Source: an optimization exercise on an open RTL-to-GDS flow (aim: small area, a short achievable clock period and few clock cycles per item). Production flows keep margins and buffers that such runs may drop.
Where RTL was checked, it was by simulation tests only, not by an equivalence proof against the original.
For run 4, only the layout was checked, not whether the RTL still works.
Power is estimated from default activity; no workload was simulated.

## design/flow/design.v

```verilog
package usc_pkg;
    localparam int CFG_W          = 11;
    localparam int CFG_IDX_W      = 1;
    localparam int COORD_W        = 11;
    localparam int DEF_MAX_WIDTH  = 256;
    localparam int DEF_MAX_HEIGHT = 1024;
    localparam int DEF_PIXEL_BITS = 8;
endpackage
module usc_line_ram #(
    parameter int LEN_W  = 8,
    parameter int DATA_W = usc_pkg::DEF_PIXEL_BITS
) (
    input  logic              i_clk,
    input  logic              i_push,
    input  logic [LEN_W-1:0]  i_len,
    input  logic [DATA_W-1:0] i_wdata,
    output logic [DATA_W-1:0] o_newest,
    output logic [DATA_W-1:0] o_second,
    output logic [DATA_W-1:0] o_tail
);
    logic [DATA_W-1:0]            r_s0;
    logic [DATA_W-1:0]            r_s1;
    logic [LEN_W:0][DATA_W-1:0]   seg_in;
    always_ff @(posedge i_clk) begin
        if (i_push) begin
            r_s0 <= i_wdata;
            r_s1 <= r_s0;
        end
    end
    assign seg_in[0] = r_s0;
    assign seg_in[1] = i_len[0] ? r_s1 : r_s0;
    for (genvar i = 1; i < LEN_W; i++) begin : g_seg
        localparam int N = 1 << i;
        logic [N*DATA_W-1:0] r_seg;
        always_ff @(posedge i_clk) begin
            if (i_push) begin
                r_seg <= {r_seg[(N-1)*DATA_W-1:0], seg_in[i]};
            end
        end
        assign seg_in[i+1] = i_len[i] ? r_seg[N*DATA_W-1 -: DATA_W] : seg_in[i];
    end
    assign o_newest = r_s0;
    assign o_second = r_s1;
    assign o_tail   = seg_in[LEN_W];
endmodule
module usc_emit #(
    parameter int PIXEL_BITS = usc_pkg::DEF_PIXEL_BITS,
    parameter int CW         = 8,
    parameter int RW         = 10
) (
    input  logic                  i_clk,
    input  logic                  i_rst_n,
    input  logic                  i_valid,
    input  logic [PIXEL_BITS-1:0] i_pix,
    input  logic [PIXEL_BITS-1:0] i_left,
    input  logic [PIXEL_BITS-1:0] i_upleft,
    input  logic [PIXEL_BITS-1:0] i_above,
    input  logic                  i_has_up,
    input  logic                  i_has_left,
    input  logic                  i_last_row,
    input  logic                  i_last_col,
    output logic                  o_take,
    output logic                  o_res_valid,
    input  logic                  i_res_ready,
    output logic [usc_pkg::COORD_W-1:0] o_res_row,
    output logic [usc_pkg::COORD_W-1:0] o_res_col,
    output logic [PIXEL_BITS-1:0] o_res_pixel,
    output logic                  o_res_run_last,
    output logic                  o_res_frame_end
);
    logic                  r_g_valid;
    logic [PIXEL_BITS-1:0] r_p;
    logic [PIXEL_BITS-1:0] r_mid;
    logic [PIXEL_BITS-1:0] r_v;
    logic [PIXEL_BITS-1:0] r_midprev;
    logic                  r_last_row;
    logic                  r_last_col;
    logic                  r_has_left;
    logic [RW-1:0]         r_row;
    logic [CW-1:0]         r_col;
    logic                  r_rb;
    logic                  r_ra;
    logic                  r_cb;
    logic                  r_ca;
    logic                  r_o_valid;
    logic [RW:0]           r_o_row;
    logic [CW:0]           r_o_col;
    logic [PIXEL_BITS-1:0] r_o_pix;
    logic                  r_o_last;
    logic                  r_o_fend;
    logic [PIXEL_BITS:0]   sum_mid;
    logic [PIXEL_BITS:0]   sum_v;
    logic [PIXEL_BITS:0]   sum_midprev;
    logic [PIXEL_BITS:0]   sum_diag;
    logic                  adv;
    logic                  row_end;
    logic                  col_end;
    logic                  last;
    logic                  load;
    assign sum_mid     = {1'b0, i_left} + {1'b0, i_pix};
    assign sum_v       = {1'b0, i_above} + {1'b0, i_pix};
    assign sum_midprev = {1'b0, i_upleft} + {1'b0, i_above};
    assign sum_diag    = {1'b0, r_midprev} + {1'b0, r_mid};
    assign adv     = !r_o_valid || i_res_ready;
    assign row_end = r_last_row ? r_ra : !r_rb;
    assign col_end = r_last_col ? r_ca : !r_cb;
    assign last    = row_end && col_end;
    assign load    = i_valid && (!r_g_valid || (adv && last));
    assign o_take  = load;
    always_ff @(posedge i_clk) begin
        if (!i_rst_n) begin
            r_g_valid  <= 1'b0;
            r_o_valid  <= 1'b0;
            r_last_row <= 1'b1;
            r_last_col <= 1'b1;
            r_row      <= '0;
            r_col      <= '0;
        end else begin
            if (adv) begin
                r_o_valid <= r_g_valid;
            end
            if (load) begin
                r_g_valid  <= 1'b1;
                r_last_row <= i_last_row;
                r_last_col <= i_last_col;
                if (r_last_col) begin
                    r_col <= '0;
                    r_row <= r_last_row ? '0 : r_row + 1'b1;
                end else begin
                    r_col <= r_col + 1'b1;
                end
            end else if (adv && last) begin
                r_g_valid  <= 1'b0;
            end
        end
    end
    always_ff @(posedge i_clk) begin
        if (load) begin
            r_rb <= i_has_up;
            r_ra <= 1'b0;
            r_cb <= i_has_left;
            r_ca <= 1'b0;
        end else if (r_g_valid && adv) begin
            if (col_end) begin
                r_cb <= r_has_left;
                r_ca <= 1'b0;
                r_rb <= 1'b0;
                r_ra <= !r_rb;
            end else begin
                r_cb <= 1'b0;
                r_ca <= !r_cb;
            end
        end
    end
    always_ff @(posedge i_clk) begin
        if (load) begin
            r_has_left <= i_has_left;
            r_p       <= i_pix;
            r_mid     <= sum_mid[PIXEL_BITS:1];
            r_v       <= sum_v[PIXEL_BITS:1];
            r_midprev <= sum_midprev[PIXEL_BITS:1];
        end
    end
    always_ff @(posedge i_clk) begin
        if (adv && r_g_valid) begin
            r_o_row  <= r_rb ? {r_row - 1'b1, 1'b1} : {r_row, r_ra};
            r_o_col  <= r_cb ? {r_col - 1'b1, 1'b1} : {r_col, r_ca};
            r_o_pix  <= r_rb ? (r_cb ? sum_diag[PIXEL_BITS:1] : r_v)
                             : (r_cb ? r_mid : r_p);
            r_o_last <= last;
            r_o_fend <= last && r_last_row && r_last_col;
        end
    end
    assign o_res_valid     = r_o_valid;
    assign o_res_row       = usc_pkg::COORD_W'(r_o_row);
    assign o_res_col       = usc_pkg::COORD_W'(r_o_col);
    assign o_res_pixel     = r_o_pix;
    assign o_res_run_last  = r_o_last;
    assign o_res_frame_end = r_o_fend;
endmodule
module image_upscale_2x_averaging #(
    parameter int MAX_WIDTH  = usc_pkg::DEF_MAX_WIDTH,
    parameter int MAX_HEIGHT = usc_pkg::DEF_MAX_HEIGHT,
    parameter int PIXEL_BITS = usc_pkg::DEF_PIXEL_BITS
) (
    input  logic                          i_clk,
    input  logic                          i_rst_n,
    input  logic                          i_cfg_we,
    input  logic [usc_pkg::CFG_IDX_W-1:0] i_cfg_idx,
    input  logic [usc_pkg::CFG_W-1:0]     i_cfg_data,
    input  logic                          i_pix_valid,
    output logic                          o_pix_ready,
    input  logic [PIXEL_BITS-1:0]         i_pix_data,
    output logic                          o_res_valid,
    input  logic                          i_res_ready,
    output logic [usc_pkg::COORD_W-1:0]   o_res_row,
    output logic [usc_pkg::COORD_W-1:0]   o_res_col,
    output logic [PIXEL_BITS-1:0]         o_res_pixel,
    output logic                          o_res_run_last,
    output logic                          o_res_frame_end
);
    localparam int CW = $clog2(MAX_WIDTH);
    localparam int RW = $clog2(MAX_HEIGHT);
    logic                           r_cw_we;
    logic [usc_pkg::CFG_IDX_W-1:0]  r_cw_idx;
    logic [usc_pkg::CFG_W-1:0]      r_cw_data;
    logic [CW-1:0]                  r_last_col;
    logic [RW-1:0]                  r_last_row;
    logic                           r_w_one;
    logic                           r_h_one;
    logic [CW-1:0]                  cw_last_col;
    logic [RW-1:0]                  cw_last_row;
    logic                           cfg_one;
    assign cfg_one = (i_cfg_data[usc_pkg::CFG_W-1:1] == '0);
    always_ff @(posedge i_clk) begin
        r_cw_we   <= i_cfg_we && i_rst_n;
        r_cw_idx  <= i_cfg_idx;
        r_cw_data <= i_cfg_data;
    end
    always_comb begin
        if (r_cw_data == '0) begin
            cw_last_col = '0;
        end else if (32'(r_cw_data) > MAX_WIDTH) begin
            cw_last_col = CW'(MAX_WIDTH - 1);
        end else begin
            cw_last_col = CW'(r_cw_data - 1'b1);
        end
        if (r_cw_data == '0) begin
            cw_last_row = '0;
        end else if (32'(r_cw_data) > MAX_HEIGHT) begin
            cw_last_row = RW'(MAX_HEIGHT - 1);
        end else begin
            cw_last_row = RW'(r_cw_data - 1'b1);
        end
    end
    always_ff @(posedge i_clk) begin
        if (!i_rst_n) begin
            r_last_col <= CW'(MAX_WIDTH - 1);
            r_last_row <= RW'(MAX_HEIGHT - 1);
            r_w_one    <= 1'b0;
            r_h_one    <= 1'b0;
        end else begin
            if (i_cfg_we && i_cfg_idx == 1'b0) r_w_one <= cfg_one;
            if (i_cfg_we && i_cfg_idx == 1'b1) r_h_one <= cfg_one;
            if (r_cw_we && r_cw_idx == 1'b0) r_last_col <= cw_last_col;
            if (r_cw_we && r_cw_idx == 1'b1) r_last_row <= cw_last_row;
        end
    end
    logic                  r_ready;
    logic                  r_a_valid;
    logic [PIXEL_BITS-1:0] r_a_pix;
    logic                  r_a_has_up;
    logic                  r_a_has_left;
    logic                  r_a_last_row;
    logic                  r_a_last_col;
    logic [CW-1:0]         r_col;
    logic [RW-1:0]         r_row;
    logic                  r_first;
    logic                  accept;
    logic                  cur_last_col;
    logic                  cur_last_row;
    logic                  r_b_valid;
    logic                  a_to_b;
    logic                  b_take;
    logic                  a_valid_n;
    logic                  b_valid_n;
    assign accept       = i_pix_valid && r_ready;
    assign o_pix_ready  = r_ready;
    assign cur_last_col = r_first ? r_w_one : (r_col == r_last_col);
    assign cur_last_row = r_first ? r_h_one : (r_row == r_last_row);
    always_ff @(posedge i_clk) begin
        if (!i_rst_n) begin
            r_col   <= '0;
            r_row   <= '0;
            r_first <= 1'b1;
        end else if (accept) begin
            r_first <= cur_last_col && cur_last_row;
            if (cur_last_col) begin
                r_col <= '0;
                r_row <= cur_last_row ? '0 : r_row + 1'b1;
            end else begin
                r_col <= r_col + 1'b1;
            end
        end
    end
    always_ff @(posedge i_clk) begin
        if (accept) begin
            r_a_pix      <= i_pix_data;
            r_a_has_up   <= (r_row != '0);
            r_a_has_left <= (r_col != '0);
            r_a_last_row <= cur_last_row;
            r_a_last_col <= cur_last_col;
        end
    end
    assign a_to_b    = r_a_valid && !r_b_valid;
    assign a_valid_n = accept || (r_a_valid && !a_to_b);
    assign b_valid_n = a_to_b || (r_b_valid && !b_take);
    always_ff @(posedge i_clk) begin
        if (!i_rst_n) begin
            r_a_valid <= 1'b0;
            r_b_valid <= 1'b0;
            r_ready   <= 1'b1;
        end else begin
            r_a_valid <= a_valid_n;
            r_b_valid <= b_valid_n;
            r_ready   <= !a_valid_n || !b_valid_n;
        end
    end
    logic [CW-1:0]         r_len;
    logic [PIXEL_BITS-1:0] b_pix;
    logic [PIXEL_BITS-1:0] b_left;
    logic [PIXEL_BITS-1:0] tail;
    logic [PIXEL_BITS-1:0] r_b_above;
    logic [PIXEL_BITS-1:0] r_b_upleft;
    logic                  r_b_has_up;
    logic                  r_b_has_left;
    logic                  r_b_last_row;
    logic                  r_b_last_col;
    always_ff @(posedge i_clk) begin
        if (a_to_b && !r_a_has_up) begin
            r_len <= r_last_col;
        end
    end
    usc_line_ram #(
        .LEN_W  (CW),
        .DATA_W (PIXEL_BITS)
    ) u_line_ram (
        .i_clk    (i_clk),
        .i_push   (a_to_b),
        .i_len    (r_len),
        .i_wdata  (r_a_pix),
        .o_newest (b_pix),
        .o_second (b_left),
        .o_tail   (tail)
    );
    always_ff @(posedge i_clk) begin
        if (a_to_b) begin
            r_b_above    <= tail;
            r_b_upleft   <= r_b_above;
            r_b_has_up   <= r_a_has_up;
            r_b_has_left <= r_a_has_left;
            r_b_last_row <= r_a_last_row;
            r_b_last_col <= r_a_last_col;
        end
    end
    usc_emit #(
        .PIXEL_BITS (PIXEL_BITS),
        .CW         (CW),
        .RW         (RW)
    ) u_emit (
        .i_clk           (i_clk),
        .i_rst_n         (i_rst_n),
        .i_valid         (r_b_valid),
        .i_pix           (b_pix),
        .i_left          (b_left),
        .i_upleft        (r_b_upleft),
        .i_above         (r_b_above),
        .i_has_up        (r_b_has_up),
        .i_has_left      (r_b_has_left),
        .i_last_row      (r_b_last_row),
        .i_last_col      (r_b_last_col),
        .o_take          (b_take),
        .o_res_valid     (o_res_valid),
        .i_res_ready     (i_res_ready),
        .o_res_row       (o_res_row),
        .o_res_col       (o_res_col),
        .o_res_pixel     (o_res_pixel),
        .o_res_run_last  (o_res_run_last),
        .o_res_frame_end (o_res_frame_end)
    );
endmodule
module upscale2x_top (
    input  logic        i_clk,
    input  logic        i_rst_n,
    input  logic        i_cfg_we,
    input  logic [0:0]  i_cfg_idx,
    input  logic [10:0] i_cfg_data,
    input  logic        i_pix_valid,
    output logic        o_pix_ready,
    input  logic [7:0]  i_pix_data,
    output logic        o_res_valid,
    input  logic        i_res_ready,
    output logic [10:0] o_res_row,
    output logic [10:0] o_res_col,
    output logic [7:0]  o_res_pixel,
    output logic        o_res_run_last,
    output logic        o_res_frame_end
);
    image_upscale_2x_averaging #(
        .MAX_WIDTH  (256),
        .MAX_HEIGHT (1024),
        .PIXEL_BITS (8)
    ) u_core (
        .i_clk           (i_clk),
        .i_rst_n         (i_rst_n),
        .i_cfg_we        (i_cfg_we),
        .i_cfg_idx       (i_cfg_idx),
        .i_cfg_data      (i_cfg_data),
        .i_pix_valid     (i_pix_valid),
        .o_pix_ready     (o_pix_ready),
        .i_pix_data      (i_pix_data),
        .o_res_valid     (o_res_valid),
        .i_res_ready     (i_res_ready),
        .o_res_row       (o_res_row),
        .o_res_col       (o_res_col),
        .o_res_pixel     (o_res_pixel),
        .o_res_run_last  (o_res_run_last),
        .o_res_frame_end (o_res_frame_end)
    );
endmodule
```

## design/flow/run.sh

```bash
#!/bin/bash
# synth_recipe.tcl (not shown) runs the flow's synth.tcl, then flattens the netlist and writes it again
# the make line also repeats each setting of config.mk as NAME=value (left out here)
make -C /OpenROAD-flow-scripts/flow DESIGN_CONFIG=/design/flow/config.mk WORK_HOME=/design/flow/orfs CLKGATE_MAP_FILE= SYNTH_SCRIPT=/design/flow/synth_recipe.tcl finish
```

## design/flow/config.mk

```make
export PLATFORM = sky130hd
export DESIGN_NAME = upscale2x_top
export DESIGN_NICKNAME = upscale2x_top
export VERILOG_FILES = /design/flow/design.v
export SDC_FILE = /design/flow/constraint.sdc
export NUM_CORES = 4
export LEC_CHECK = 0
export CAP_MARGIN = 20
export CORE_MARGIN = 2
export CORE_UTILIZATION = 50
export PLACE_DENSITY = 0.6
export SETUP_SLACK_MARGIN = 0.2
export SLEW_MARGIN = 20
```

## design/flow/constraint.sdc

```tcl
create_clock -name core_clock -period 6.0 [get_ports {i_clk}]
set_input_delay 1.2000 -clock core_clock [delete_from_list [all_inputs] [get_ports {i_clk}]]
set_output_delay 1.2000 -clock core_clock [all_outputs]
set_load 0.01 [all_outputs]
```

==> out/qor.yml, run 1 <==
finish:
  drive_above_1_share: 0.1021
  nFillCells: 10140
  layout.nets: 3242
  n_antenna_cell: 0
  area_growth_pct: 13.28
timing:
  max_freq_mhz: 315.6
  final_max_slew_viol_count: 0
  period_minus_slack_ns: 3.169
  hold_violations: 0
  finalCritPeriodShare: 0.5281
  relSlewSlack: 0.3220
  setup_tns_ns: 0
  setup_viol: 0
  skew_ns: 0.02073
  holdWs_ns: 0.4039
  worstMarginPinSlew_ns: 1.015
  rsz0062_at_grt: "no"
drt:
  routed_via_density: 5.010
  wl_met3_mm: 3.828
  route.vias.total: 26200
  ant_nets: 0
  routed_wl_mm: 91.26
  wl_met2_mm: 39.00
  drc: 0
  met1_length_mm: 45.82
  wl_per_cell_um: 17.45
  drt_iter0_markers: 2330
  dr.pass1.iters: 5
  dr.max_layer_used: "met4"
yosys:
  syn_area_per_cell_um2: 24.23
  yosys.area.top_type_share: 0.9134
  ys_top_cells_by_area: "edfxtp_1, dfxtp_1, ha_1"
  synthesis.area_um2: 70780
  synth_area_leader_cell: "edfxtp_1"
  synth_seq_cells: 2232
  ys_seq_area_frac: 0.9358
  synth_warnings: 3
  synthFlopType: "edfxtp_1"
  synthArstFlopShare: 0
  synth_edf_count: 2153
  ys_types: 58
  syn_inst: 2921
global_routing:
  grt_max_degree: 214
  grt_pass1_wl_mm: 143.4
  grt_usage: 0.1245
  antenna_found_initial: 2
  grt_pass1_vias: 26000
  grt-ovfl-total: 0
worst_setup_path:
  worstPathArrival_ns: 3.82
  reg2reg_from: "u_core.u_emit.r_rb"
  r2r_end: "u_core.u_emit.r_row[4]"
  required_ns: 6.65
  critPathKind: "reg2reg"
  r2r_slack_ns: 2.83
  start_kind: "flop"
  endpoint_kind: "flop"
  crit_fanout: 53
  ff2ff_path_depth: 8
die:
  core_um2: 141100
  die_h_um: 380.2
  num_rows: 138
  die-area_um2: 144600
  die_w_um: 380.2
  pin_count: 59
  start_util: 0.5017
cts:
  cts_resized: 0
  cts_root_buffer: "clkbuf_16"
  clock_sinks: 2232
  post_cts_buffers: 0
  path_clk_slew_ns: 0.06
  cts_made_buffers: 203
  h-tree-depth: 4
  cts_tree: "done"
  clockBufferDepth: 3
  ctsHoldBuffers: 0
  clk_latency_ns: 0.80
place:
  gp_congestion: 0.7907
  dp_hpwl_mm: 44.58
  port-buffer-count: 56
worst_hold_path:
  hold_path.class: "reg2reg"
  hold_depth: 0
  min_from: "u_core.u_line_ram.g_seg[7].r_seg[197]"
  hold_path_end: "u_core.u_line_ram.g_seg[7].r_seg[205]"
power:
  peakVddDrop_mv: 0.3012
  power.density_nw_per_um2: 388.3
  total_leakage_power_nw: 25.93
job:
  maxCapViolCount: 0
outcome:
  outcome: "no timing/DRC/antenna violations"
[area by class of cell]
type / instances / area [um2] / share of cell area
flip-flops and latches: 2232 / 66240 / 0.8261
clock buffers: 262 / 5375 / 0.06704
multi-input cells: 610 / 4237 / 0.05284
well taps: 1890 / 2365 / 0.02949
repair buffers: 83 / 945.9 / 0.01180
clock inverters: 107 / 849.6 / 0.01060
inverters: 46 / 172.7 / 0.002153
[synthesized netlist by cell type (5+ instances only)]
cell type	n
edfxtp_1	2153
nand2_1	85
dfxtp_1	79
nor2_1	62
xnor2_1	49
inv_1	44
xor2_1	44
o21ai_0	43
a21oi_1	39
ha_1	37
nand3_1	36
clkbuf_1	24
mux2_2	23
nor3_1	22
nor2b_1	18
o31ai_1	15
nor4_1	12
o21a_1	11
nand4_1	9
mux2i_1	8
mux4_2	8
a22oi_1	7
and2_1	7
nand2b_1	7
a21boi_0	5
a21o_1	5
nor4b_1	5
o21bai_1	5
or2_2	5
[kinds of logic (layout without fill, tap and decap cells)]
kind of cell | after synthesis | in the layout | synth area share
flip-flops | 2232 | 2232 | 0.9358
AND/OR/NAND/NOR | 287 | 287 | 0.01959
AO/OA/AOI/OAI | 147 | 147 | 0.01333
XOR/XNOR | 93 | 93 | 0.01151
buffers and inverters | 80 | 498 | 0.004525
adder cells (fa/ha/maj) | 41 | 41 | 0.007672
multiplexers | 40 | 40 | 0.007548
other | 1 | 2 | 0.00005298
[flip-flops by register name (all words and copies together) (netlist names), 8 cells and up]
signal	flops
u_core.u_emit.r_row	10
u_core.r_len	8
u_core.u_line_ram.r_s1	8
u_core.r_b_above	8
u_core.r_row	10
u_core.u_emit.r_o_col	9
u_core.r_cw_data	11
u_core.u_emit.r_mid	8
u_core.r_last_col	8
u_core.r_b_upleft	8
u_core.r_col	8
u_core.u_emit.r_midprev	8
u_core.u_line_ram.r_s0	8
u_core.r_last_row	10
u_core.u_line_ram.g_seg.r_seg	2032
u_core.u_emit.r_o_pix	8
u_core.u_emit.r_v	8
u_core.u_emit.r_o_row	11
u_core.u_emit.r_p	8
u_core.r_a_pix	8
u_core.u_emit.r_col	8
[report_power, final]
group / switching [mW] / internal [mW]
clock: 5.23 / 6.71
sequential: 0.277 / 18.1
combinational: 0.590 / 0.212
[through the flow]
stage               setup WS [ns]  total power, mW  instances    util  area, um2
finish                      2.831            31.14       5230  0.5684      80180
global route                2.558            32.38       5230  0.5684      80180
CTS                         2.787            31.62       5229  0.5682      80150
detailed placement          2.097            19.53       4860  0.5241      73930
global placement            2.155            19.48       4860  0.5241      73930
floorplan                  -25.88            20.11       2922       -      70790
[cells in the final DEF, fill, tap and decap left out, drive strengths merged, types with 7 or more instances in the layout]
| master | netlist | layout |
|---|---|---|
| a21oi | 39 | 39 |
| a22oi | 7 | 7 |
| and2 | 7 | 7 |
| buf | 10 | 27 |
| bufinv | 0 | 9 |
| clkbuf | 24 | 262 |
| clkdlybuf4s50 | 0 | 56 |
| clkinv | 1 | 85 |
| clkinvlp | 0 | 8 |
| dfxtp | 79 | 79 |
| edfxtp | 2153 | 2153 |
| ha | 37 | 37 |
| inv | 45 | 51 |
| mux2 | 24 | 24 |
| mux2i | 8 | 8 |
| mux4 | 8 | 8 |
| nand2 | 85 | 85 |
| nand2b | 7 | 7 |
| nand3 | 36 | 36 |
| nand4 | 9 | 9 |
| nor2 | 62 | 62 |
| nor2b | 18 | 18 |
| nor3 | 22 | 22 |
| nor4 | 12 | 12 |
| o21a | 11 | 11 |
| o21ai | 46 | 46 |
| o31ai | 15 | 15 |
| or2 | 7 | 7 |
| xnor2 | 49 | 49 |
| xor2 | 44 | 44 |
[how the worst max path moves through the flow]
stage | start | endpoint | slack [ns] | depth (start not counted)
after floorplan | u_core.r_a_valid | u_core.r_len[0] | -25.88 | 2
after global placement | i_res_ready | u_core.u_emit.r_row[2] | 2.15 | 9
after detailed placement | i_res_ready | u_core.u_emit.r_row[4] | 2.10 | 9
after CTS | u_core.u_emit.r_rb | u_core.u_emit.r_row[4] | 2.79 | 8
after global routing | u_core.u_emit.r_rb | u_core.u_emit.r_row[4] | 2.56 | 8
final | u_core.u_emit.r_rb | u_core.u_emit.r_row[4] | 2.83 | 8
[routing by layer]
layer,vias to the layer above,global-route usage
met2,523,0.1722
met1,13460,0.1913
met5,-,0
li1,12040,-
met3,178,0.02767
met4,0,0.05504
[worst max-delay path, cell delays in order, from the launching register on]
cell and delay, ns:
edfxtp_1 0.66, or2_4 0.36, a2111oi_4 0.39, o21ai_2 0.23
clkinv_1 0.08, buf_4 0.49, nand2_1 0.22, o21ai_1 0.48
nor2_1 0.11
Testbench counts, summed over its fixed seeds: cycles 176,696, items 176,616.
==> inputs of run 2 (changes only) <==
--- a/design/flow/design.v
+++ b/design/flow/design.v
@@ -7,41 +7,43 @@
     localparam int DEF_PIXEL_BITS = 8;
 endpackage
 module usc_line_ram #(
-    parameter int LEN_W  = 8,
-    parameter int DATA_W = usc_pkg::DEF_PIXEL_BITS
+    parameter int SPACING = 4,
+    parameter int PORTS   = 64,
+    parameter int POS_W   = 8,
+    parameter int DATA_W  = usc_pkg::DEF_PIXEL_BITS
 ) (
     input  logic              i_clk,
-    input  logic              i_push,
-    input  logic [LEN_W-1:0]  i_len,
+    input  logic              i_we,
+    input  logic [POS_W-1:0]  i_slot_pos,
     input  logic [DATA_W-1:0] i_wdata,
-    output logic [DATA_W-1:0] o_newest,
-    output logic [DATA_W-1:0] o_second,
-    output logic [DATA_W-1:0] o_tail
+    output logic [DATA_W-1:0] o_rdata
 );
-    logic [DATA_W-1:0]            r_s0;
-    logic [DATA_W-1:0]            r_s1;
-    logic [LEN_W:0][DATA_W-1:0]   seg_in;
-    always_ff @(posedge i_clk) begin
-        if (i_push) begin
-            r_s0 <= i_wdata;
-            r_s1 <= r_s0;
-        end
-    end
-    assign seg_in[0] = r_s0;
-    assign seg_in[1] = i_len[0] ? r_s1 : r_s0;
-    for (genvar i = 1; i < LEN_W; i++) begin : g_seg
-        localparam int N = 1 << i;
-        logic [N*DATA_W-1:0] r_seg;
-        always_ff @(posedge i_clk) begin
-            if (i_push) begin
-                r_seg <= {r_seg[(N-1)*DATA_W-1:0], seg_in[i]};
+    localparam int RING = SPACING * PORTS;
+    localparam int PW   = (PORTS > 1) ? $clog2(PORTS) : 1;
+    logic [RING-1:0][DATA_W-1:0]  r_ring;
+    logic [PORTS-1:0][DATA_W-1:0] port_q;
+    logic [PW-1:0]                port;
+    assign port = PW'(i_slot_pos / SPACING);
+    for (genvar k = 0; k < PORTS; k++) begin : g_port
+        assign port_q[k] = r_ring[k * SPACING];
+    end
+    for (genvar j = 0; j < RING; j++) begin : g_stage
+        localparam int NEXT = (j + 1) % RING;
+        if (NEXT % SPACING == 0) begin : g_wr
+            always_ff @(posedge i_clk) begin
+                if (i_we && port == PW'(NEXT / SPACING)) begin
+                    r_ring[j] <= i_wdata;
+                end else begin
+                    r_ring[j] <= r_ring[NEXT];
+                end
+            end
+        end else begin : g_sh
+            always_ff @(posedge i_clk) begin
+                r_ring[j] <= r_ring[NEXT];
             end
         end
-        assign seg_in[i+1] = i_len[i] ? r_seg[N*DATA_W-1 -: DATA_W] : seg_in[i];
     end
-    assign o_newest = r_s0;
-    assign o_second = r_s1;
-    assign o_tail   = seg_in[LEN_W];
+    assign o_rdata = port_q[port];
 endmodule
 module usc_emit #(
     parameter int PIXEL_BITS = usc_pkg::DEF_PIXEL_BITS,
@@ -52,8 +54,6 @@
     input  logic                  i_rst_n,
     input  logic                  i_valid,
     input  logic [PIXEL_BITS-1:0] i_pix,
-    input  logic [PIXEL_BITS-1:0] i_left,
-    input  logic [PIXEL_BITS-1:0] i_upleft,
     input  logic [PIXEL_BITS-1:0] i_above,
     input  logic                  i_has_up,
     input  logic                  i_has_left,
@@ -70,8 +70,8 @@
 );
     logic                  r_g_valid;
     logic [PIXEL_BITS-1:0] r_p;
+    logic [PIXEL_BITS-1:0] r_above;
     logic [PIXEL_BITS-1:0] r_mid;
-    logic [PIXEL_BITS-1:0] r_v;
     logic [PIXEL_BITS-1:0] r_midprev;
     logic                  r_last_row;
     logic                  r_last_col;
@@ -97,9 +97,9 @@
     logic                  col_end;
     logic                  last;
     logic                  load;
-    assign sum_mid     = {1'b0, i_left} + {1'b0, i_pix};
-    assign sum_v       = {1'b0, i_above} + {1'b0, i_pix};
-    assign sum_midprev = {1'b0, i_upleft} + {1'b0, i_above};
+    assign sum_mid     = {1'b0, r_p} + {1'b0, i_pix};
+    assign sum_midprev = {1'b0, r_above} + {1'b0, i_above};
+    assign sum_v       = {1'b0, r_above} + {1'b0, r_p};
     assign sum_diag    = {1'b0, r_midprev} + {1'b0, r_mid};
     assign adv     = !r_o_valid || i_res_ready;
     assign row_end = r_last_row ? r_ra : !r_rb;
@@ -156,8 +156,8 @@
         if (load) begin
             r_has_left <= i_has_left;
             r_p       <= i_pix;
+            r_above   <= i_above;
             r_mid     <= sum_mid[PIXEL_BITS:1];
-            r_v       <= sum_v[PIXEL_BITS:1];
             r_midprev <= sum_midprev[PIXEL_BITS:1];
         end
     end
@@ -165,7 +165,7 @@
         if (adv && r_g_valid) begin
             r_o_row  <= r_rb ? {r_row - 1'b1, 1'b1} : {r_row, r_ra};
             r_o_col  <= r_cb ? {r_col - 1'b1, 1'b1} : {r_col, r_ca};
-            r_o_pix  <= r_rb ? (r_cb ? sum_diag[PIXEL_BITS:1] : r_v)
+            r_o_pix  <= r_rb ? (r_cb ? sum_diag[PIXEL_BITS:1] : sum_v[PIXEL_BITS:1])
                              : (r_cb ? r_mid : r_p);
             r_o_last <= last;
             r_o_fend <= last && r_last_row && r_last_col;
@@ -246,6 +246,12 @@
             if (r_cw_we && r_cw_idx == 1'b1) r_last_row <= cw_last_row;
         end
     end
+    localparam int SPACING = 8;
+    localparam int PORTS   = (MAX_WIDTH + SPACING - 1) / SPACING;
+    localparam int RING    = SPACING * PORTS;
+    localparam int PW      = $clog2(RING);
+    localparam int QDEPTH  = 4;
+    localparam int QW      = $clog2(QDEPTH);
     logic                  r_ready;
     logic                  r_a_valid;
     logic [PIXEL_BITS-1:0] r_a_pix;
@@ -259,11 +265,6 @@
     logic                  accept;
     logic                  cur_last_col;
     logic                  cur_last_row;
-    logic                  r_b_valid;
-    logic                  a_to_b;
-    logic                  b_take;
-    logic                  a_valid_n;
-    logic                  b_valid_n;
     assign accept       = i_pix_valid && r_ready;
     assign o_pix_ready  = r_ready;
     assign cur_last_col = r_first ? r_w_one : (r_col == r_last_col);
@@ -292,57 +293,89 @@
             r_a_last_col <= cur_last_col;
         end
     end
-    assign a_to_b    = r_a_valid && !r_b_valid;
-    assign a_valid_n = accept || (r_a_valid && !a_to_b);
-    assign b_valid_n = a_to_b || (r_b_valid && !b_take);
+    logic [PW-1:0]         r_zero_pos;
+    logic [PW-1:0]         r_pos;
+    logic [PW-1:0]         zero_pos_n;
+    logic [PW-1:0]         pos_n;
+    logic [QW:0]           r_q_count;
+    logic [QW:0]           q_count_n;
+    logic                  step;
+    logic                  pop;
+    logic                  a_valid_n;
+    logic [PIXEL_BITS-1:0] above;
+    function automatic logic [PW-1:0] ring_dec(input logic [PW-1:0] p);
+        logic [PW-1:0] d;
+        if (p == '0) begin
+            d = PW'(RING - 1);
+        end else begin
+            d = p - 1'b1;
+        end
+        ring_dec = d;
+    endfunction
+    function automatic logic at_port(input logic [PW-1:0] p);
+        at_port = ((p % SPACING) == 0);
+    endfunction
+    assign step       = r_a_valid && at_port(r_pos) && (r_q_count != QDEPTH);
+    assign zero_pos_n = ring_dec(r_zero_pos);
+    assign pos_n      = !step ? ring_dec(r_pos) : (r_a_last_col ? zero_pos_n : r_pos);
+    assign a_valid_n  = accept || (r_a_valid && !step);
+    assign q_count_n  = r_q_count + step - pop;
     always_ff @(posedge i_clk) begin
         if (!i_rst_n) begin
-            r_a_valid <= 1'b0;
-            r_b_valid <= 1'b0;
-            r_ready   <= 1'b1;
+            r_zero_pos <= '0;
+            r_pos      <= '0;
+            r_a_valid  <= 1'b0;
+            r_q_count  <= '0;
+            r_ready    <= 1'b1;
         end else begin
-            r_a_valid <= a_valid_n;
-            r_b_valid <= b_valid_n;
-            r_ready   <= !a_valid_n || !b_valid_n;
-        end
-    end
-    logic [CW-1:0]         r_len;
-    logic [PIXEL_BITS-1:0] b_pix;
-    logic [PIXEL_BITS-1:0] b_left;
-    logic [PIXEL_BITS-1:0] tail;
-    logic [PIXEL_BITS-1:0] r_b_above;
-    logic [PIXEL_BITS-1:0] r_b_upleft;
-    logic                  r_b_has_up;
-    logic                  r_b_has_left;
-    logic                  r_b_last_row;
-    logic                  r_b_last_col;
-    always_ff @(posedge i_clk) begin
-        if (a_to_b && !r_a_has_up) begin
-            r_len <= r_last_col;
+            r_zero_pos <= zero_pos_n;
+            r_pos      <= pos_n;
+            r_a_valid  <= a_valid_n;
+            r_q_count  <= q_count_n;
+            r_ready    <= !a_valid_n || (at_port(pos_n) && (q_count_n != QDEPTH));
         end
     end
     usc_line_ram #(
-        .LEN_W  (CW),
-        .DATA_W (PIXEL_BITS)
+        .SPACING (SPACING),
+        .PORTS   (PORTS),
+        .POS_W   (PW),
+        .DATA_W  (PIXEL_BITS)
     ) u_line_ram (
-        .i_clk    (i_clk),
-        .i_push   (a_to_b),
-        .i_len    (r_len),
-        .i_wdata  (r_a_pix),
-        .o_newest (b_pix),
-        .o_second (b_left),
-        .o_tail   (tail)
+        .i_clk      (i_clk),
+        .i_we       (step),
+        .i_slot_pos (r_pos),
+        .i_wdata    (r_a_pix),
+        .o_rdata    (above)
     );
+    logic [QDEPTH-1:0][PIXEL_BITS-1:0] r_q_pix;
+    logic [QDEPTH-1:0][PIXEL_BITS-1:0] r_q_above;
+    logic [QDEPTH-1:0][3:0]            r_q_edges;
+    logic [QW-1:0]                     r_wptr;
+    logic [QW-1:0]                     r_rptr;
     always_ff @(posedge i_clk) begin
-        if (a_to_b) begin
-            r_b_above    <= tail;
-            r_b_upleft   <= r_b_above;
-            r_b_has_up   <= r_a_has_up;
-            r_b_has_left <= r_a_has_left;
-            r_b_last_row <= r_a_last_row;
-            r_b_last_col <= r_a_last_col;
+        if (!i_rst_n) begin
+            r_wptr <= '0;
+            r_rptr <= '0;
+        end else begin
+            if (step) r_wptr <= r_wptr + 1'b1;
+            if (pop)  r_rptr <= r_rptr + 1'b1;
+        end
+    end
+    always_ff @(posedge i_clk) begin
+        for (int i = 0; i < QDEPTH; i++) begin
+            if (step && r_wptr == QW'(i)) begin
+                r_q_pix[i]   <= r_a_pix;
+                r_q_above[i] <= above;
+                r_q_edges[i] <= {r_a_has_up, r_a_has_left, r_a_last_row, r_a_last_col};
+            end
         end
     end
+    logic [PIXEL_BITS-1:0] q_pix;
+    logic [PIXEL_BITS-1:0] q_above;
+    logic [3:0]            q_edges;
+    assign q_pix   = r_q_pix[r_rptr];
+    assign q_above = r_q_above[r_rptr];
+    assign q_edges = r_q_edges[r_rptr];
     usc_emit #(
         .PIXEL_BITS (PIXEL_BITS),
         .CW         (CW),
@@ -350,16 +383,14 @@
     ) u_emit (
         .i_clk           (i_clk),
         .i_rst_n         (i_rst_n),
-        .i_valid         (r_b_valid),
-        .i_pix           (b_pix),
-        .i_left          (b_left),
-        .i_upleft        (r_b_upleft),
-        .i_above         (r_b_above),
-        .i_has_up        (r_b_has_up),
-        .i_has_left      (r_b_has_left),
-        .i_last_row      (r_b_last_row),
-        .i_last_col      (r_b_last_col),
-        .o_take          (b_take),
+        .i_valid         (r_q_count != '0),
+        .i_pix           (q_pix),
+        .i_above         (q_above),
+        .i_has_up        (q_edges[3]),
+        .i_has_left      (q_edges[2]),
+        .i_last_row      (q_edges[1]),
+        .i_last_col      (q_edges[0]),
+        .o_take          (pop),
         .o_res_valid     (o_res_valid),
         .i_res_ready     (i_res_ready),
         .o_res_row       (o_res_row),
==> run 2 against run 1 <==
Compared with the run above: still clean on timing, DRC and antenna; synthesized area decreased by 18%; sequential share of layout area decreased by 12 points; flip-flop and latch count increased by 74; clock skew increased by 0.0028 ns; power increased by 7.5%; clock-buffer cell count increased by 48; design area decreased by 16%; worst hold slack got worse by 0.089 ns; final cell count increased by 3.1%; utilization increased by 1.4 points; global-route usage increased by 3.8 points; first-iteration DRC count decreased by 43%; largest power group unchanged.
==> out/qor.yml, run 2 <==
drt:
  drc: 0  # unchanged
  ant_nets: 0  # unchanged
  routed_via_density: 4.654  # -7.1%
  dr.pass1.iters: 5  # unchanged
  drt_iter0_markers: 1322  # -43%
  wl_per_cell_um: 17.75  # +1.7%
  routed_wl_mm: 95.66  # +4.8%
  route.vias.total: 25090  # -4.3%
worst_setup_path:
  worstPathArrival_ns: 4.37  # +0.55 ns
  critPathKind: "reg2reg"
  endpoint_kind: "flop"
  crit_fanout: 25  # -53%
  start_kind: "flop"
  required_ns: 6.65  # about the same
yosys:
  ys_top_cells_by_area: "dfxtp_1, edfxtp_1, mux2_2"
  yosys.area.top_type_share: 0.7397  # -0.1738
  synthFlopType: "dfxtp_1"
  synth_most_common_cell: "dfxtp_1"
  yosys-top-cells-count: "dfxtp_1, mux2_2, edfxtp_1"
  ys_seq_area_frac: 0.8207  # -0.1151
  synth_seq_cells: 2306  # +3.3%
  synth_edf_count: 157  # -93%
  syn_area_per_cell_um2: 16.63  # -31%
  synthArstFlopShare: 0  # unchanged
  synth_warnings: 3  # unchanged
  syn_inst: 3497  # +20%
  synthesis.area_um2: 58160  # -18%
  synth_area_leader_cell: "dfxtp_1"
  ys_types: 73  # +26%
global_routing:
  grt-ovfl-total: 0  # unchanged
  grt_pass1_wl_mm: 147.0  # +2.5%
  antenna_found_initial: 13  # +11
  grt_pass1_vias: 24870  # -4.4%
  grt_max_degree: 76  # -64%
  grt_usage: 0.1621  # +0.03755
place:
  port-buffer-count: 56  # unchanged
  gp_congestion: 0.7831  # -0.96%
  placed_cell_area_um2: 60410  # -18%
  dp_hpwl_mm: 57.20  # +28%
outcome:
  outcome: "no timing/DRC/antenna violations"
cts:
  cts_root_buffer: "clkbuf_16"
  post_cts_buffers: 0  # unchanged
  cts_resized: 0  # unchanged
  ctsHoldBuffers: 0  # unchanged
  clockBufferDepth: 3  # unchanged
  cts_tree: "done"
  cts_made_buffers: 206  # +1.5%
  path_clk_slew_ns: 0.06  # about the same
  h-tree-depth: 4  # unchanged
  clock_sinks: 2306  # +3.3%
  clk_latency_ns: 0.78  # -0.02 ns
finish:
  drive_above_1_share: 0.1900  # +0.08791
  largest_register: "u_core.u_line_ram.r_ring"
  layout_common_cells: "dfxtp_1, mux2_2, clkbuf_16"
  final_common_cell: "dfxtp_1"
  seq_area_um2: 47740  # -28%
  area_growth_pct: 15.90
  fin_area_um2: 67410  # -16%
  largest_register_ffs: 2048  # +0.79%
  layout.nets: 3766  # +16%
  final_util: 0.5824  # +0.01405
  multiInputGateArea_um2: 9884  # +130%
  nFillCells: 8899  # -12%
  largest_registers: "u_core.u_line_ram.r_ring: 2048 flops, u_core.r_q_above: 32 flops, u_core.r_q_pix: 32 flops"
die:
  die_h_um: 345.1  # -9.3%
  die-area_um2: 119100  # -18%
  die_w_um: 345.1  # -9.3%
  pin_count: 59  # unchanged
  start_util: 0.5026  # +0.0008129
  num_rows: 125  # -9.4%
  core_um2: 115700  # -18%
timing:
  setup_tns_ns: 0  # unchanged
  setup_viol: 0  # unchanged
  rsz0062_at_grt: "no"
  skew_ns: 0.02352  # +0.002787 ns
  relSlewSlack: 0.2571  # -0.06487
  finalCritPeriodShare: 0.6201  # +0.09196
  max_freq_mhz: 268.8  # -15%
  period_minus_slack_ns: 3.720  # +0.5517 ns
  worstMarginPinSlew_ns: 1.110  # +0.09536 ns
  final_max_slew_viol_count: 0  # unchanged
  hold_violations: 0  # unchanged
power:
  power.density_nw_per_um2: 496.4  # +28%
  total_leakage_power_nw: 26.64  # +2.7%
  peakVddDrop_mv: 0.3044  # +1.1%
worst_hold_path:
  hold_path.class: "reg2reg"
job:
  maxCapViolCount: 0  # unchanged
-- run 2: changes by cell type in the layout (fill, tap and decap cells not counted), moves of 10 or more --
cell	change
dfxtp_1	+2069
edfxtp_1	-1996
mux2_2	+234
mux4_2	+95
clkinv_1	-53
clkbuf_8	+42
and2_1	+13
buf_12	-12
nand3_1	+11
ha_1	+10
nand3b_1	+10
nand4_1	+10
nor2b_1	+10
-- run 2: area by class of cell --
class	instances	share of cell area
Sequential cell	2306	0.7083
Multi-Input combinational cell	1055	0.1466
Clock buffer	310	0.09056
Tap cell	1524	0.02829
Clock inverter	72	0.01296
Timing Repair Buffer	77	0.01077
Inverter	43	0.002394
Antenna cell	3	0.0001114
-- run 2: final timing paths --
check | from | end | slack (ns) | cells after the start
worst min register to register | u_core.u_line_ram.r_ring[1892] | u_core.u_line_ram.r_ring[1884] | 0.31 | 0
worst max-delay path | u_core.r_pos[0] | u_core.u_line_ram.r_ring[1979] | 2.28 | 7
worst min-delay path | u_core.u_line_ram.r_ring[1892] | u_core.u_line_ram.r_ring[1884] | 0.31 | 0
worst max register to register | u_core.r_pos[0] | u_core.u_line_ram.r_ring[1979] | 2.28 | 7
-- run 2: logic make-up (layout without fill, tap and decap cells) --
kind of cell,after synthesis,after routing,share of synthesized area
flops,2306,2306,0.8207
simple gates,384,384,0.03444
mux,382,382,0.09371
compound gates,147,147,0.01620
buf+inv,137,502,0.009788
xor+xnor,88,88,0.01325
fa+ha+maj,52,52,0.01183
other cells,1,5,0.00006447
-- run 2: worst max-delay path, cell delays in order, from the launching register on --
cell and delay, ns:
dfxtp_1 0.33, inv_1 0.10, ha_1 0.20, nand4b_1 0.69
inv_2 0.71, nand4_1 0.26, nor2_1 0.87, mux2_2 0.42
-- run 2: layer usage --
layer  global-route usage  vias to the layer above  routed length (um)
met5                    0                        -                  18
met3              0.03404                      172                3745
met4              0.05460                        2                2257
li1                     -                    12250                   -
met2               0.2389                      419               41310
met1               0.2383                    12240               48330
-- run 2: through the flow --
step | cells | total power, mW | hold WS, ns | setup WS (ns)
finish | 5390 | 33.46 | 0.3145 | 2.280
global route | 5387 | 34.86 | 0.3097 | 2.059
CTS | 5387 | 33.82 | 0.3086 | 2.212
detailed placement | 5005 | 20.71 | 0.3121 | 2.001
global placement | 5005 | 20.66 | 0.3096 | 2.058
floorplan | 3498 | 19.61 | 0.3096 | 1.869
-- run 2: report_power, final --
part | leakage, nW | switching (mW) | internal [mW]
combinational | 4.38 | 1.75 | 1.44
clock | 3.44 | 5.42 | 7.69
sequential | 18.8 | 0.545 | 16.6
total | 26.6 | 7.71 | 25.8
Testbench counts of run 2, summed over its fixed seeds: cycles 177,538, items 176,616.
==> inputs of run 3 (changes only) <==
--- a/design/flow/config.mk
+++ b/design/flow/config.mk
@@ -9,5 +9,5 @@
 export CORE_MARGIN = 2
 export CORE_UTILIZATION = 50
 export PLACE_DENSITY = 0.6
-export SETUP_SLACK_MARGIN = 0.2
+export SETUP_SLACK_MARGIN = 3.4
 export SLEW_MARGIN = 20
==> run 3 against run 2 <==
Compared with the run above: setup slack better by 1.1 ns; combinational power is 15% higher; clock skew is 0.013 ns higher; largest power group unchanged; critical path type unchanged.
==> out/qor.yml, run 3 <==
yosys:
  synthFlopType: "dfxtp_1"
  synthesis.area_um2: 58160  # unchanged
  synth_area_leader_cell: "dfxtp_1"
  syn_area_per_cell_um2: 16.63  # unchanged
  synthArstFlopShare: 0  # unchanged
  synth_warnings: 3  # unchanged
  synth_seq_cells: 2306  # unchanged
  yosys.area.top_type_share: 0.7397  # unchanged
  synth_most_common_cell: "dfxtp_1"
  yosys-top-cells-count: "dfxtp_1, mux2_2, edfxtp_1"
  ys_top_cells_by_area: "dfxtp_1, edfxtp_1, mux2_2"
  synth_edf_count: 157  # unchanged
  ys_types: 73  # unchanged
  syn_inst: 3497  # unchanged
  ys_seq_area_frac: 0.8207  # unchanged
worst_setup_path:
  slowest_delay_ns: 0.55  # -0.32 ns
  endpoint_kind: "flop"
  path_cells: "buf_4 > mux4_2 > ha_4 > and4b_1 > o31ai_2 > a211o_1 > or4b_1 > o211ai_1"
  start_kind: "flop"
  crit_fanout: 3  # -88%
  ff2ff_path_depth: 8  # +1
  critPathKind: "reg2reg"
  worstPathArrival_ns: 3.28  # -1.09 ns
  required_ns: 6.62  # -0.03 ns
  crit_slowest_cell: "mux4_2"
place:
  place_inst: 5004  # -0.020%
  dp_hpwl_mm: 57.41  # +0.37%
  gp_congestion: 0.7999  # +2.1%
  dpl_worst_slack_ns: 2.100  # +0.09842 ns
  port-buffer-count: 56  # unchanged
drt:
  dr.pass1.iters: 4  # -1
  routed_via_density: 4.645  # -0.21%
  ant_nets: 0  # unchanged
  route.vias.total: 25230  # +0.57%
  routed_wl_mm: 98.01  # +2.5%
  drc: 0  # unchanged
  drt_iter0_markers: 1348  # +2.0%
  wl_per_cell_um: 18.04  # +1.7%
timing:
  relSlewSlack: 0.3082  # +0.05105
  final_max_slew_viol_count: 0  # unchanged
  finalCritPeriodShare: 0.4431  # -0.1770
  setup_viol: 0  # unchanged
  hold_violations: 0  # unchanged
  period_minus_slack_ns: 2.659  # -1.062 ns
  setup_ws_ns: 3.341  # +1.062 ns
  rsz0062_at_grt: "yes"
  worstMarginPinSlew_ns: 1.038  # -0.07248 ns
  setup_tns_ns: 0  # unchanged
  max_freq_mhz: 376.1  # +40%
  skew_ns: 0.03623  # +0.01271 ns
worst_hold_path:
  hold_path.class: "reg2reg"
  hold_depth: 0  # unchanged
cts:
  cts_made_buffers: 206  # unchanged
  h-tree-depth: 4  # unchanged
  clk_latency_ns: 0.79  # about the same
  cts_tree: "done"
  clock_sinks: 2306  # unchanged
  ctsHoldBuffers: 0  # unchanged
  clockBufferDepth: 3  # unchanged
  cts_root_buffer: "clkbuf_16"
  path_clk_slew_ns: 0.06  # about the same
die:
  num_rows: 125  # unchanged
  start_util: 0.5026  # unchanged
  die-area_um2: 119100  # unchanged
  pin_count: 59  # unchanged
  die_w_um: 345.1  # unchanged
  die_h_um: 345.1  # unchanged
  core_um2: 115700  # unchanged
global_routing:
  grt_max_degree: 62  # -18%
  grt_usage: 0.1648  # +0.002717
  grt_pass1_vias: 25000  # +0.55%
  grt_pass1_wl_mm: 148.8  # +1.2%
  grt-ovfl-total: 0  # unchanged
  antenna_found_initial: 4  # -9
finish:
  final_common_cell: "dfxtp_1"
  largest_register_ffs: 2048  # unchanged
  largest_registers: "u_core.u_line_ram.r_ring: 2048 flops, u_core.r_q_above: 32 flops, u_core.r_q_pix: 32 flops"
  largest_register: "u_core.u_line_ram.r_ring"
  drive_above_1_share: 0.2249  # +0.03492
  area_growth_pct: 17.54
  n_antenna_cell: 0  # -3
  layout.nets: 3809  # +1.1%
  fin_cells: 5432  # +0.78%
  layout_common_cells: "dfxtp_1, mux2_2, clkbuf_16"
power:
  power.density_nw_per_um2: 500.9  # +0.91%
  peakVddDrop_mv: 0.3285  # +7.9%
  total_leakage_power_nw: 27.05  # +1.5%
outcome:
  outcome: "no timing/DRC/antenna violations"
job:
  maxCapViolCount: 0  # unchanged
## run 3: cell counts after synthesis
Identical to the previous run, type by type.
## run 3: cells by family after synthesis
logic type,count (synthesis),synth area share
and+or+nand+nor,384,0.03444
AOI/OAI and AO/OA,147,0.01620
adders and majority gates,52,0.01183
buffers and inverters,137,0.009788
other,1,0.00006447
xor gates and xnor gates,88,0.01325
muxes,382,0.09371
DFF,2306,0.8207
## run 3: final cells by class
type                       instances  area [um2]
fill                            8829       47370
tap                             1524        1907
multi-input combinational       1055       10240
clock buffer                     299        6051
sequential                      2306       47760
timing repair buffer             120        1084
inverter                          43       163.9
clock inverter                    85        1159
## run 3: worst paths after layout
kind | startpoint | to | slack [ns]
hold / removal | u_core.u_line_ram.r_ring[1745] | u_core.u_line_ram.r_ring[1737] | 0.30
setup / recovery | u_core.r_rptr[0] | u_core.u_emit.r_mid[6] | 3.34
hold reg to reg | u_core.u_line_ram.r_ring[1745] | u_core.u_line_ram.r_ring[1737] | 0.30
setup reg to reg | u_core.r_rptr[0] | u_core.u_emit.r_mid[6] | 3.34
## run 3: metrics by stage
stage	util	power [mW]	hold slack, ns	instance area [um2]
4_1_cts	0.5886	34.47	0.2937	68120
6_report	0.5907	34.25	0.2961	68370
2_1_floorplan	-	19.72	0.3096	58320
5_1_grt	0.5907	35.67	0.2973	68370
3_5_place_dp	0.5226	20.76	0.3121	60480
3_3_place_gp	0.5225	20.69	0.3096	60480
## run 3: power by group
part	switching, mW	internal, mW	total (mW)	leakage (nW)
Sequential	0.524	16.6	17.1	18.8
Clock	5.53	7.92	13.4	3.53
Combinational	1.97	1.69	3.66	4.69
## run 3: repair_timing
item                                    in CTS  in global routing
pin swaps                                   16                 13
endpoints found under the setup margin     443                198
cloned                                       2                  2
buffers inserted                            31                  9
resized for setup                          199                 35
## run 3: worst max-delay path, delay by kind of cell (launching register included)
kind            cells  cell delay, ns
mux                 1            0.55
buf+inv             1            0.13
flops               1            0.38
compound gates      3            0.58
fa+ha+maj           1            0.24
simple gates        2            0.62
## run 3: routing by layer
layer / share of wire / global-route usage / up-vias
li1: - / - / 12330
met1: 0.49 / 0.2357 / 12320
met2: 0.44 / 0.2483 / 416
met3: 0.042 / 0.03565 / 165
met4: 0.024 / 0.05836 / 2
met5: 0.00010 / 0 / -
==> inputs of run 4 (changes only) <==
--- a/design/flow/design.v
+++ b/design/flow/design.v
@@ -76,6 +76,7 @@
     logic                  r_last_row;
     logic                  r_last_col;
     logic                  r_has_left;
+    logic                  r_last;
     logic [RW-1:0]         r_row;
     logic [CW-1:0]         r_col;
     logic                  r_rb;
@@ -97,6 +98,8 @@
     logic                  col_end;
     logic                  last;
     logic                  load;
+    logic                  first_last;
+    logic                  next_last;
     assign sum_mid     = {1'b0, r_p} + {1'b0, i_pix};
     assign sum_midprev = {1'b0, r_above} + {1'b0, i_above};
     assign sum_v       = {1'b0, r_above} + {1'b0, r_p};
@@ -104,7 +107,10 @@
     assign adv     = !r_o_valid || i_res_ready;
     assign row_end = r_last_row ? r_ra : !r_rb;
     assign col_end = r_last_col ? r_ca : !r_cb;
-    assign last    = row_end && col_end;
+    assign last    = r_last;
+    assign first_last = !i_has_up && !i_last_row && !i_has_left && !i_last_col;
+    assign next_last  = col_end ? ((r_rb ? !r_last_row : r_last_row) && !r_has_left && !r_last_col)
+                                : (row_end && (!r_cb || !r_last_col));
     assign load    = i_valid && (!r_g_valid || (adv && last));
     assign o_take  = load;
     always_ff @(posedge i_clk) begin
@@ -136,11 +142,13 @@
     end
     always_ff @(posedge i_clk) begin
         if (load) begin
+            r_last <= first_last;
             r_rb <= i_has_up;
             r_ra <= 1'b0;
             r_cb <= i_has_left;
             r_ca <= 1'b0;
         end else if (r_g_valid && adv) begin
+            r_last <= next_last;
             if (col_end) begin
                 r_cb <= r_has_left;
                 r_ca <= 1'b0;
@@ -299,6 +307,11 @@
     logic [PW-1:0]         pos_n;
     logic [QW:0]           r_q_count;
     logic [QW:0]           q_count_n;
+    logic                  r_q_full;
+    logic                  r_q_empty;
+    logic                  q_full_n;
+    logic                  q_empty_n;
+    logic                  r_at_port;
     logic                  step;
     logic                  pop;
     logic                  a_valid_n;
@@ -315,24 +328,32 @@
     function automatic logic at_port(input logic [PW-1:0] p);
         at_port = ((p % SPACING) == 0);
     endfunction
-    assign step       = r_a_valid && at_port(r_pos) && (r_q_count != QDEPTH);
+    assign step       = r_a_valid && r_at_port && !r_q_full;
     assign zero_pos_n = ring_dec(r_zero_pos);
     assign pos_n      = !step ? ring_dec(r_pos) : (r_a_last_col ? zero_pos_n : r_pos);
     assign a_valid_n  = accept || (r_a_valid && !step);
     assign q_count_n  = r_q_count + step - pop;
+    assign q_full_n   = (r_q_count == QDEPTH) ? !pop : ((r_q_count == QDEPTH - 1) && step && !pop);
+    assign q_empty_n  = (r_q_count == '0) ? !step : ((r_q_count == 1) && pop && !step);
     always_ff @(posedge i_clk) begin
         if (!i_rst_n) begin
             r_zero_pos <= '0;
             r_pos      <= '0;
             r_a_valid  <= 1'b0;
             r_q_count  <= '0;
+            r_q_full   <= 1'b0;
+            r_q_empty  <= 1'b1;
+            r_at_port  <= 1'b1;
             r_ready    <= 1'b1;
         end else begin
             r_zero_pos <= zero_pos_n;
             r_pos      <= pos_n;
             r_a_valid  <= a_valid_n;
             r_q_count  <= q_count_n;
-            r_ready    <= !a_valid_n || (at_port(pos_n) && (q_count_n != QDEPTH));
+            r_q_full   <= q_full_n;
+            r_q_empty  <= q_empty_n;
+            r_at_port  <= at_port(pos_n);
+            r_ready    <= !a_valid_n || (at_port(pos_n) && !q_full_n);
         end
     end
     usc_line_ram #(
@@ -383,7 +404,7 @@
     ) u_emit (
         .i_clk           (i_clk),
         .i_rst_n         (i_rst_n),
-        .i_valid         (r_q_count != '0),
+        .i_valid         (!r_q_empty),
         .i_pix           (q_pix),
         .i_above         (q_above),
         .i_has_up        (q_edges[3]),
--- a/design/flow/config.mk
+++ b/design/flow/config.mk
@@ -8,6 +8,9 @@
 export CAP_MARGIN = 20
 export CORE_MARGIN = 2
 export CORE_UTILIZATION = 50
+export CTS_BUF_LIST = sky130_fd_sc_hd__clkbuf_16
+export CTS_CLUSTER_DIAMETER = 50
+export CTS_CLUSTER_SIZE = 30
 export PLACE_DENSITY = 0.6
 export SETUP_SLACK_MARGIN = 3.4
 export SLEW_MARGIN = 20
==> run 4 against run 3 <==
Compared with the run above: via count decreased by 1.8%; highest routed layer is now met4; final cell count is 2.7% lower; still clean; power fell by 8.5%; global-route usage up 0.43 points; setup slack lost 0.029 ns; worst hold slack worse by 0.0024 ns; clock power fell by 21%; design area fell by 3.3%; flip-flop and latch count grew 4; synthesized area is 0.14% lower.
==> out/qor.yml, run 4 <==
finish:
  multiInputGateArea_um2: 9982  # -2.5%
  drive_above_1_share: 0.2082  # -0.01668
  layout.nets: 3718  # -2.4%
  largest_registers: "u_core.u_line_ram.r_ring: 2048 flops, u_core.r_q_above: 32 flops, u_core.r_q_pix: 32 flops"
  layout_common_cells: "dfxtp_1, mux2_2, edfxtp_1"
  largest_register_ffs: 2048  # unchanged
  n_antenna_cell: 0  # unchanged
  area_growth_pct: 13.86
  final_common_cell: "dfxtp_1"
  fin_area_um2: 66130  # -3.3%
  nFillCells: 8946  # +1.3%
  seq_area_um2: 47850  # +0.17%
  largest_register: "u_core.u_line_ram.r_ring"
worst_setup_path:
  ff2ff_path_depth: 9  # +1
  slowest_delay_ns: 0.59  # +0.04 ns
  r2r_slack_ns: 3.31  # -0.03 ns
  crit_fanout: 4  # +1
  crit_slowest_cell: "mux4_2"
  crit_path_start: "u_core.r_rptr[0]"
  critPathKind: "reg2reg"
  required_ns: 6.47  # -0.15 ns
  path_cells: "buf_12 > mux4_2 > buf_6 > fa_2 > a21o_1 > a21oi_2 > o21bai_1 > a21oi_2 > o21ai_1"
  cp_common_cell: "a21oi_2"
  r2r_end: "u_core.u_emit.r_midprev[7]"
  worstPathArrival_ns: 3.16  # -0.12 ns
  start_kind: "flop"
  reg2reg_from: "u_core.r_rptr[0]"
  endpoint_kind: "flop"
power:
  total_power_mw: 31.34  # -8.5%
  switching_share: 0.2514  # +0.01712
  peakVddDrop_mv: 0.2461  # -25%
  power_frac_comb: 0.111  # +0.004
  p_seq_frac: 0.551  # +0.050
  switchingPower_mw: 7.879  # -1.8%
  total_leakage_power_nw: 25.91  # -4.2%
  power.density_nw_per_um2: 474.0  # -5.4%
  p_clk_frac: 0.338  # -0.055
  p_int_mw: 23.47  # -11%
global_routing:
  grt_pass1_wl_mm: 148.3  # -0.31%
  grt-ovfl-total: 0  # unchanged
  grt_max_degree: 63  # +1.6%
  antenna_found_initial: 4  # unchanged
  grt_usage: 0.1691  # +0.004263
  grt_pass1_vias: 24230  # -3.1%
yosys:
  synth_area_leader_cell: "dfxtp_1"
  yosys-top-cells-count: "dfxtp_1, mux2_2, edfxtp_1"
  synth_warnings: 3  # unchanged
  ys_top_cells_by_area: "dfxtp_1, edfxtp_1, mux2_2"
  synthFlopType: "dfxtp_1"
  syn_inst: 3467  # -0.86%
  synth_edf_count: 158  # +0.64%
  yosys.area.top_type_share: 0.7417  # +0.002070
  synthesis.area_um2: 58080  # -0.14%
  ys_types: 70  # -4.1%
  synth_seq_cells: 2310  # +0.17%
  synthArstFlopShare: 0  # unchanged
  synth_most_common_cell: "dfxtp_1"
  syn_area_per_cell_um2: 16.75  # +0.72%
  ys_seq_area_frac: 0.8234  # +0.002700
outcome:
  outcome: "no timing/DRC/antenna violations"
cts:
  cts_tree: "done"
  clk_latency_ns: 0.77  # -0.02 ns
  clockBufferDepth: 3  # unchanged
  h-tree-depth: 4  # unchanged
  cts_root_buffer: "clkbuf_16"
  cts_made_buffers: 141  # -32%
  path_clk_slew_ns: 0.09  # +0.03 ns
  clock_sinks: 2310  # +0.17%
place:
  dpl_worst_slack_ns: 2.492  # +0.3923 ns
  port-buffer-count: 56  # unchanged
  placed_cell_area_um2: 60460  # about the same
  dp_hpwl_mm: 61.28  # +6.7%
  gp_congestion: 0.7621  # -4.7%
worst_hold_path:
  min_from: "u_core.u_line_ram.r_ring[442]"
  hold_path.class: "reg2reg"
  hold_path_end: "u_core.u_line_ram.r_ring[434]"
  hold_depth: 0  # unchanged
drt:
  wl_per_cell_um: 18.82  # +4.3%
  ant_nets: 0  # unchanged
  routed_via_density: 4.689  # +0.96%
  route.vias.total: 24780  # -1.8%
  drc: 0  # unchanged
  dr.pass1.iters: 5  # +1
  drt_iter0_markers: 1505  # +12%
  routed_wl_mm: 99.45  # +1.5%
timing:
  rsz0062_at_grt: "yes"
  setup_tns_ns: 0  # unchanged
  worstMarginPinSlew_ns: 0.9711  # -0.06665 ns
  max_freq_mhz: 372.1  # -1.1%
  final_max_slew_viol_count: 0  # unchanged
  setup_ws_ns: 3.313  # -0.02857 ns
  setup_viol: 0  # unchanged
  hold_violations: 0  # unchanged
  relSlewSlack: 0.3526  # +0.04443
  finalCritPeriodShare: 0.4479  # +0.004762
  period_minus_slack_ns: 2.687  # +0.02857 ns
  skew_ns: 0.04813  # +0.01190 ns
die:
  core_um2: 115700  # unchanged
  die_h_um: 344.8  # about the same
  pin_count: 59  # unchanged
  start_util: 0.5018  # -0.0007027
  die-area_um2: 118900  # -0.14%
  die_w_um: 344.8  # about the same
  num_rows: 125  # unchanged
job:
  maxCapViolCount: 0  # unchanged
## run 4: changes by cell type after synthesis, sizes merged, moves of 6 or more
cell | before | now
nor2b | 27 | 12
a22oi | 0 | 17
nand2b | 13 | 7
nand3 | 47 | 23
nand2 | 89 | 107
nand3b | 10 | 3
xnor2 | 43 | 54
inv | 43 | 37
## run 4: cell type report
class                      instances  share of cell area
tap                             1524             0.02883
clock inverter                   111             0.02040
sequential                      2310              0.7235
clock buffer                     150             0.05676
inverter                          40            0.002535
timing repair buffer             121             0.01701
multi-input combinational       1028              0.1509
## run 4: per-stage QoR
| step | hold slack (ns) | cells | util |
|---|---|---|---|
| after floorplan | 0.3096 | 3468 | - |
| after global placement | 0.3096 | 4987 | 0.5224 |
| after detailed placement | 0.3121 | 4987 | 0.5224 |
| after CTS | 0.2944 | 5276 | 0.5709 |
| after global routing | 0.3093 | 5284 | 0.5714 |
| final | 0.2936 | 5284 | 0.5714 |
## run 4: how the worst max path moves through the flow
stage | end | slack (ns) | depth (start not counted)
2_1_floorplan | u_core.r_q_count[2] | 3.20 | 11
3_3_place_gp | u_core.r_q_count[2] | 2.51 | 12
3_5_place_dp | u_core.r_q_count[2] | 2.49 | 12
4_1_cts | u_core.u_emit.r_midprev[7] | 3.33 | 9
5_1_grt | u_core.u_emit.r_midprev[5] | 3.24 | 9
6_report | u_core.u_emit.r_midprev[7] | 3.31 | 9
## run 4: critical path: cells and delay by family (launching register included)
family	cells	cell delay, ns
AOI/OAI and AO/OA	5	0.71
muxes	1	0.59
DFF	1	0.44
adders and majority gates	1	0.38
buffers and inverters	2	0.31
## run 4: cells by family (layout without fill, tap and decap cells)
group | after synthesis | in the layout | share of synthesized area
XOR/XNOR | 98 | 98 | 0.01478
AND/OR/NAND/NOR | 352 | 352 | 0.03063
adder cells (fa/ha/maj) | 51 | 51 | 0.01163
multiplexers | 377 | 377 | 0.09308
buffers and inverters | 130 | 422 | 0.009349
AO/OA/AOI/OAI | 148 | 148 | 0.01704
other | 1 | 2 | 0.00006456
flip-flops | 2310 | 2310 | 0.8234
## run 4: power groups by stage
| stage | registers (mW) | clock network (mW) | logic, mW |
|---|---|---|---|
| final | 17.3 | 10.6 | 3.47 |
| after global routing | 17.4 | 11.5 | 3.78 |
| after CTS | 17.3 | 10.9 | 3.44 |
| after detailed placement | 17.8 | 0 | 2.92 |
| after global placement | 17.8 | 0 | 2.88 |
| after floorplan | 17.3 | 0 | 2.24 |
## run 4: what timing repair did
item                                    4_1_cts  5_1_grt
endpoints found under the setup margin      382       48
buffers inserted                             28        8
gates resized for setup                     148       31
pin swaps                                    16       14
hold buffers                                  0        0
## run 4: layer usage
metal	share of wire	track usage	wire length, um	up-vias
li1	-	-	-	12060
met5	0	0	0	-
met4	0.019	0.04924	1899	0
met2	0.44	0.2571	43360	360
met3	0.036	0.02985	3587	135
met1	0.51	0.2488	50590	12220

-- port drivers added, routing unchanged --
The flow's constraints put no driver on any port. The routed layouts listed below were extracted and timed again, unchanged, in two steps.
Step 1 assumes that a clkbuf_16 drives the clock port and a buf_2 every other input.
Step 2 times the ports against the registers' clock, not the clock port: input delays grow and output delays shrink by t, the midpoint of the rising clock arrivals with the driver on.
Slacks: ideal / step 1 / step 2; pairs: ideal / step 1.
| run | t (ns) | setup WS [ns] | slew at the worst register clock pin (ns) |
|---|---|---|---|
| run 1 | 0.861 | 2.831 / 2.831 / 2.103 | 0.07 / 0.07 |
| run 2 | 0.837 | 2.280 / 2.280 / 2.015 | 0.07 / 0.07 |
| run 3 | 0.836 | 3.341 / 3.341 / 2.612 | 0.07 / 0.07 |
| run 4 | 0.818 | 3.313 / 3.313 / 2.788 | 0.10 / 0.10 |
After both steps setup and hold are still met in every run listed. For run 3, which loses most, drivers alone change the setup slack by 0.000 ns; drivers and shift together by -0.729 ns.
